Source: an optimization exercise on an open RTL-to-GDS flow (aim: small area). Production flows keep margins and buffers that such runs may drop.
Only simulation tests tie the RTL to the original design; equivalence was not proved.
Power figures rest on the tool's default switching activity, not on a simulated workload.

## io_fabric
module io_fabric (
  input  logic                          clk_i,
  input  logic                          reset_i,
  input  logic                          req_valid_i,
  input  logic [io_pkg::AddrWidth-1:0]  req_addr_i,
  input  logic                          req_wr_i,
  input  logic [io_pkg::DataWidth-1:0]  req_wdata_i,
  input  logic [6:1]                    irq_i,
  output logic                          rsp_valid_o,
  output logic [io_pkg::DataWidth-1:0]  rsp_rdata_o,
  output logic                          rsp_err_o,
  output logic [io_pkg::NumHarts-1:0]   msip_o,
  output logic [io_pkg::NumHarts-1:0]   mtip_o,
  output logic [io_pkg::NumHarts-1:0]   eip_o
);
Size: roughly 1300 cells after synthesis.
==> flow/config.mk <==
export PLATFORM = sky130hd
export DESIGN_NAME = io_fabric
export DESIGN_NICKNAME = io_fabric
export VERILOG_FILES = /design/flow/design.v
export SDC_FILE = /design/flow/constraint.sdc
export NUM_CORES = 4
export LEC_CHECK = 0
export CAP_MARGIN = 0
export CORE_MARGIN = 2
export CORE_UTILIZATION = 60
export CTS_BUF_LIST = sky130_fd_sc_hd__clkbuf_16
export CTS_CLUSTER_DIAMETER = 80
export CTS_CLUSTER_SIZE = 30
export GPL_TIMING_DRIVEN = 0
export SLEW_MARGIN = 0
==> flow/constraint.sdc <==
create_clock -name core_clock -period 4.0 [get_ports {clk_i}]
set_input_delay 0.8000 -clock core_clock [delete_from_list [all_inputs] [get_ports {clk_i}]]
set_output_delay 0.8000 -clock core_clock [all_outputs]
set_load 0.01 [all_outputs]
standard.sh (not shown) runs the stock make flow with config.mk's settings and CLKGATE_MAP_FILE= SYNTH_SCRIPT=/design/flow/synth_recipe.tcl, a recipe that flattens the netlist after the stock synthesis.
==> flow/flow/run.sh <==
#!/bin/bash
# The standard layout, with every port buffered by the smallest buffer
# cell instead of the default choice. All of make's output goes to
# standard.log in this folder; ORFS's per-step logs stay under orfs/logs/.
set -euo pipefail
export BUFFER_PORTS_ARGS="-buffer_cell sky130_fd_sc_hd__buf_1"
bash standard.sh > standard.log 2>&1
The first run finished clean.
Next try:
Settings changed: CORE_UTILIZATION 60 to 75.
After rerunning:
- The changed run passed the timing, DRC and antenna checks
- via count climbs by 7.8%
- synthesized area stays the same
- worst hold slack gets better by 0.0033 ns
- total power shrinks by 1.8%
- combinational power stays flat
Next try:
==> flow/run.sh (new file) <==
#!/bin/bash
# synth_recipe.tcl (not shown) runs the flow's synth.tcl, then flattens the netlist and writes it again
# the make line also repeats each setting of config.mk as NAME=value (left out here)
make -C /OpenROAD-flow-scripts/flow DESIGN_CONFIG=/design/flow/config.mk WORK_HOME=/design/flow/orfs CLKGATE_MAP_FILE= SYNTH_SCRIPT=/design/flow/synth_recipe.tcl finish
Settings changed: CORE_UTILIZATION 75 to 60.
removed: flow/flow/run.sh
removed: flow/standard.sh
Result:
- flip-flop and latch count stays the same
- global-route usage goes down by 8.9 points
- via count drops by a few percent
- final area rose by a few percent
Next try:
==> flow/flow/run.sh (new file) <==
#!/bin/bash
# The standard layout, with every port buffered by the smallest buffer
# cell instead of the default choice. All of make's output goes to
# standard.log in this folder; ORFS's per-step logs stay under orfs/logs/.
set -euo pipefail
export BUFFER_PORTS_ARGS="-buffer_cell sky130_fd_sc_hd__buf_1"
bash standard.sh > standard.log 2>&1
==> flow/standard.sh (new file) <==
#!/bin/bash
# synth_recipe.tcl (not shown) runs the flow's synth.tcl, then flattens the netlist and writes it again
# the make line also repeats each setting of config.mk as NAME=value (left out here)
make -C /OpenROAD-flow-scripts/flow DESIGN_CONFIG=/design/flow/config.mk WORK_HOME=/design/flow/orfs CLKGATE_MAP_FILE= SYNTH_SCRIPT=/design/flow/synth_recipe.tcl "${@:-finish}"
Settings changed: CTS_CLUSTER_DIAMETER 80 to 200.
removed: flow/run.sh
Outcome: The new run went through all stages and came out clean; synthesized cell count stays the same; setup slack loses 0.0048 ns; die area is unchanged; cell area goes down by 6.0%; fmax barely changes; core utilization goes down by 4.3 points; clock skew barely changes.
Next try:
==> flow/run.sh (new file) <==
#!/bin/bash
# synth_recipe.tcl (not shown) runs the flow's synth.tcl, then flattens the netlist and writes it again
# the make line also repeats each setting of config.mk as NAME=value (left out here)
make -C /OpenROAD-flow-scripts/flow DESIGN_CONFIG=/design/flow/config.mk WORK_HOME=/design/flow/orfs CLKGATE_MAP_FILE= SYNTH_SCRIPT=/design/flow/synth_recipe.tcl finish
Settings changed: CTS_BUF_LIST sky130_fd_sc_hd__clkbuf_16 to sky130_fd_sc_hd__clkbuf_4, CTS_CLUSTER_DIAMETER 200 to not set, CTS_CLUSTER_SIZE 30 to not set.
removed: flow/flow/run.sh
removed: flow/standard.sh
What happened:
- The changed run completed without violations
- die area does not change
- hold slack gets worse by 0.017 ns
- clock-buffer cell count is higher by 94
- global-route usage rises by 1.5 points
- utilization is higher by 7.1 points
- flip-flop and latch count stays the same
- design area grows by 10%
- worst setup slack gains 0.057 ns
- via count came out higher by 4.9%
Next try:
==> flow/flow/run.sh (new file) <==
#!/bin/bash
set -euo pipefail
export BUFFER_PORTS_ARGS="-buffer_cell sky130_fd_sc_hd__buf_1"
export CTS_ARGS="-sink_clustering_enable -repair_clock_nets -sink_clustering_size 30 -sink_clustering_max_diameter 200 -buf_list sky130_fd_sc_hd__clkbuf_16 -root_buf sky130_fd_sc_hd__clkbuf_4 -tree_buf sky130_fd_sc_hd__clkbuf_8 -sink_clustering_buffer sky130_fd_sc_hd__clkbuf_16 -dont_use_dummy_load"
export RECOVER_POWER=100
export POST_GLOBAL_ROUTE_TCL="$PWD/flow/post_grt.tcl"
bash standard.sh > standard.log 2>&1
==> flow/flow/post_grt.tcl (new file) <==
# Sourced by ORFS's global_route.tcl (POST_GLOBAL_ROUTE_TCL) after its power
# recovery. Power recovery downsizes gates on paths with positive slack and can
# leave a net over its max slew or capacitance, so repair the design (with a
# 10% margin below those limits) and the timing once more with global-route
# parasitics, then legalize and re-route
# the changed nets and rewrite the route guides, as global_route.tcl itself
# does after each of its repairs.
log_cmd estimate_parasitics -global_routing
log_cmd global_route -start_incremental
log_cmd repair_design -verbose -cap_margin 10 -slew_margin 10
repair_timing_helper
log_cmd detailed_placement
log_cmd global_route -end_incremental
log_cmd estimate_parasitics -global_routing
write_guides $::env(RESULTS_DIR)/route.guide
==> flow/standard.sh (new file) <==
#!/bin/bash
# synth_recipe.tcl (not shown) runs the flow's synth.tcl, then flattens the netlist and writes it again
# the make line also repeats each setting of config.mk as NAME=value (left out here)
make -C /OpenROAD-flow-scripts/flow DESIGN_CONFIG=/design/flow/config.mk WORK_HOME=/design/flow/orfs CLKGATE_MAP_FILE= SYNTH_SCRIPT=/design/flow/synth_recipe.tcl "${@:-finish}"
Settings changed: CTS_BUF_LIST sky130_fd_sc_hd__clkbuf_4 to sky130_fd_sc_hd__clkbuf_16, CTS_CLUSTER_DIAMETER set to 200, CTS_CLUSTER_SIZE set to 30, PLACE_DENSITY set to 0.75.
removed: flow/run.sh
First-iteration DRC count shrinks by 2.4%.
Non-clock buffer count went down by 8.
Area after synthesis does not change.
Via count shrinks by 5.8%.

---

## P
io_fabric, a different RTL version from the one above (not shown whole).
Size: roughly 1100 cells after synthesis, ~13000 sq um of cells after synthesis.
Design io_fabric, start of the top module:
module io_fabric (
  input  logic                          clk_i,
  input  logic                          reset_i,
  input  logic                          req_valid_i,
  input  logic [io_pkg::AddrWidth-1:0]  req_addr_i,
  input  logic                          req_wr_i,
  input  logic [io_pkg::DataWidth-1:0]  req_wdata_i,
  input  logic [6:1]                    irq_i,
  output logic                          rsp_valid_o,
  output logic [io_pkg::DataWidth-1:0]  rsp_rdata_o,
  output logic                          rsp_err_o,
  output logic [io_pkg::NumHarts-1:0]   msip_o,
  output logic [io_pkg::NumHarts-1:0]   mtip_o,
  output logic [io_pkg::NumHarts-1:0]   eip_o
);
Settings: LEC_CHECK=0, CAP_MARGIN=0, CORE_MARGIN=2, CORE_UTILIZATION=60, CTS_BUF_LIST=sky130_fd_sc_hd__clkbuf_16, CTS_CLUSTER_DIAMETER=200, CTS_CLUSTER_SIZE=30, GPL_TIMING_DRIVEN=0, PLACE_DENSITY=0.75, SLEW_MARGIN=0; clock period 4.0 ns.
run.sh (not shown) runs the stock make flow with config.mk's settings and CLKGATE_MAP_FILE= SYNTH_SCRIPT=/design/flow/synth_recipe.tcl, a recipe that flattens the netlist after the stock synthesis.
Stock flow here: none of the scripts above is used.
P completed end to end with timing, DRC and antenna clean.
diff inputs: P => T
==> flow/flow/run.sh (new file) <==
#!/bin/bash
set -euo pipefail
export BUFFER_PORTS_ARGS="-buffer_cell sky130_fd_sc_hd__buf_1"
export CTS_ARGS="-sink_clustering_enable -repair_clock_nets -sink_clustering_size 30 -sink_clustering_max_diameter 200 -buf_list sky130_fd_sc_hd__clkbuf_16 -dont_use_dummy_load"
export RECOVER_POWER=15
bash standard.sh > standard.log 2>&1
==> flow/standard.sh (new file) <==
#!/bin/bash
# synth_recipe.tcl (not shown) runs the flow's synth.tcl, then flattens the netlist and writes it again
# the make line also repeats each setting of config.mk as NAME=value (left out here)
make -C /OpenROAD-flow-scripts/flow DESIGN_CONFIG=/design/flow/config.mk WORK_HOME=/design/flow/orfs CLKGATE_MAP_FILE= SYNTH_SCRIPT=/design/flow/synth_recipe.tcl "${@:-finish}"
removed: flow/run.sh
--- outcome ---
Going from P to T, total length of routed wires has decreased, total power went down by 150 uW, standby leakage power dropped 7.5%, post-placement cell area dropped about 5%.

---

Setup of violet:
io_fabric again, from the RTL that the note above started with.
Settings: LEC_CHECK=0, CAP_MARGIN=0, CORE_MARGIN=2, CORE_UTILIZATION=60, CTS_BUF_LIST=sky130_fd_sc_hd__clkbuf_16, CTS_CLUSTER_DIAMETER=200, CTS_CLUSTER_SIZE=30, GPL_TIMING_DRIVEN=0, PLACE_DENSITY=0.75, SLEW_MARGIN=0; clock period 4.0 ns.
standard.sh (not shown) runs the stock make flow with config.mk's settings and CLKGATE_MAP_FILE= SYNTH_SCRIPT=/design/flow/synth_recipe.tcl, a recipe that flattens the netlist after the stock synthesis.
==> flow/flow/run.sh <==
#!/bin/bash
set -euo pipefail
export BUFFER_PORTS_ARGS="-buffer_cell sky130_fd_sc_hd__buf_1"
export CTS_ARGS="-sink_clustering_enable -repair_clock_nets -sink_clustering_size 30 -sink_clustering_max_diameter 200 -buf_list sky130_fd_sc_hd__clkbuf_16 -root_buf sky130_fd_sc_hd__clkbuf_4 -tree_buf sky130_fd_sc_hd__clkbuf_8 -sink_clustering_buffer sky130_fd_sc_hd__clkbuf_16 -dont_use_dummy_load"
bash standard.sh > standard.log 2>&1
violet: no failed stages, no open violations at the end
The following lists how indigo was set up differently from violet:
==> flow/flow/run.sh <==
#!/bin/bash
set -euo pipefail
export BUFFER_PORTS_ARGS="-buffer_cell sky130_fd_sc_hd__buf_1"
export CTS_ARGS="-sink_clustering_enable -repair_clock_nets -sink_clustering_size 30 -sink_clustering_max_diameter 200 -buf_list sky130_fd_sc_hd__clkbuf_16 -dont_use_dummy_load"
export RECOVER_POWER=100
bash standard.sh > standard.log 2>&1
Findings:
Combinational power, violet and indigo, lower one = indigo.
Synthesis-to-layout area growth: indigo < violet
The final report for indigo shows a completed flow and a layout that fails verification, specifically max-capacitance violations, max-slew violations.
indigo vs violet: post-route cell area down slightly
Going from violet to indigo, global-route usage has remained practically unchanged, die area ~0 delta.
indigo vs. violet: share of total power in combinational logic decreased by 0.4 points relative to the old numbers, worst path required time decreased by 140 ps relative to the old numbers, combined area of the multi-input logic cells decreased by about 1.4% relative to the old numbers, count of final max-slew check failures increased by 17 relative to the old numbers.
The inputs of cedar differ from those of indigo as listed below.
==> flow/flow/run.sh <==
#!/bin/bash
set -euo pipefail
export BUFFER_PORTS_ARGS="-buffer_cell sky130_fd_sc_hd__buf_1"
export CTS_ARGS="-sink_clustering_enable -repair_clock_nets -sink_clustering_size 30 -sink_clustering_max_diameter 200 -buf_list sky130_fd_sc_hd__clkbuf_16 -dont_use_dummy_load"
bash standard.sh > standard.log 2>&1
### Flow results
Comparing cedar and indigo, the higher share of the core filled with cells is on cedar. | max-cap violation count | cedar vs indigo | 2 lower |. cedar has completed all stages; timing, DRC and antenna checks passed. Between cedar and indigo, the number of signal-net inverters in the final layout does not differ in any meaningful way. Comparing cedar and indigo, the higher worst-case vdd ir drop is on cedar. Between indigo and cedar, the flow reports multi-input combinational cell area increasing slightly. For maximum frequency from static timing analysis, cedar and indigo come out practically identical. Summary: with indigo as the reference, total leakage power in cedar moved up slightly.

[what the ideal ports hide]
The results above use ideal ports. As a check the final layouts listed here were re-extracted and re-timed, cells and wires unchanged. Step 1 assumes that a clkbuf_16 drives the clock port and a buf_2 every other input. Step 2, shift: input delay + t, output delay - t, t = (earliest + latest rising clock arrival at the registers) / 2. This alone moves slack from input paths to output paths. Slacks: ideal / step 1 / step 2; pairs: ideal / step 1.
| run | t (ns) | setup slack, ns | worst setup path after step 2 |
|---|---|---|---|
| the first run of note 1 | 0.548 | 0.074 / 0.105 / -0.443 | input to register |
| the second run of note 1 | 0.541 | 0.078 / 0.104 / -0.437 | input to register |
| the third run of note 1 | 0.536 | 0.093 / 0.123 / -0.413 | input to register |
| the fourth run of note 1 | 0.548 | 0.089 / 0.118 / -0.431 | input to register |
| the fifth run of note 1 | 0.724 | 0.145 / 0.166 / -0.558 | input to register |
| the sixth run of note 1 | 0.678 | 0.098 / 0.119 / -0.559 | input to register |
| P | 0.532 | 0.143 / 0.165 / -0.367 | input to register |
| T | 0.532 | 0.114 / 0.138 / -0.394 | input to register |
| violet | 0.679 | 0.194 / 0.194 / -0.373 | input to register |
| indigo | 0.529 | 0.103 / 0.126 / -0.403 | input to register |
| cedar | 0.530 | 0.104 / 0.123 / -0.403 | input to register |
For the fifth run of note 1, which loses most, drivers alone change the setup slack by +0.021 ns; drivers and shift together by -0.703 ns.
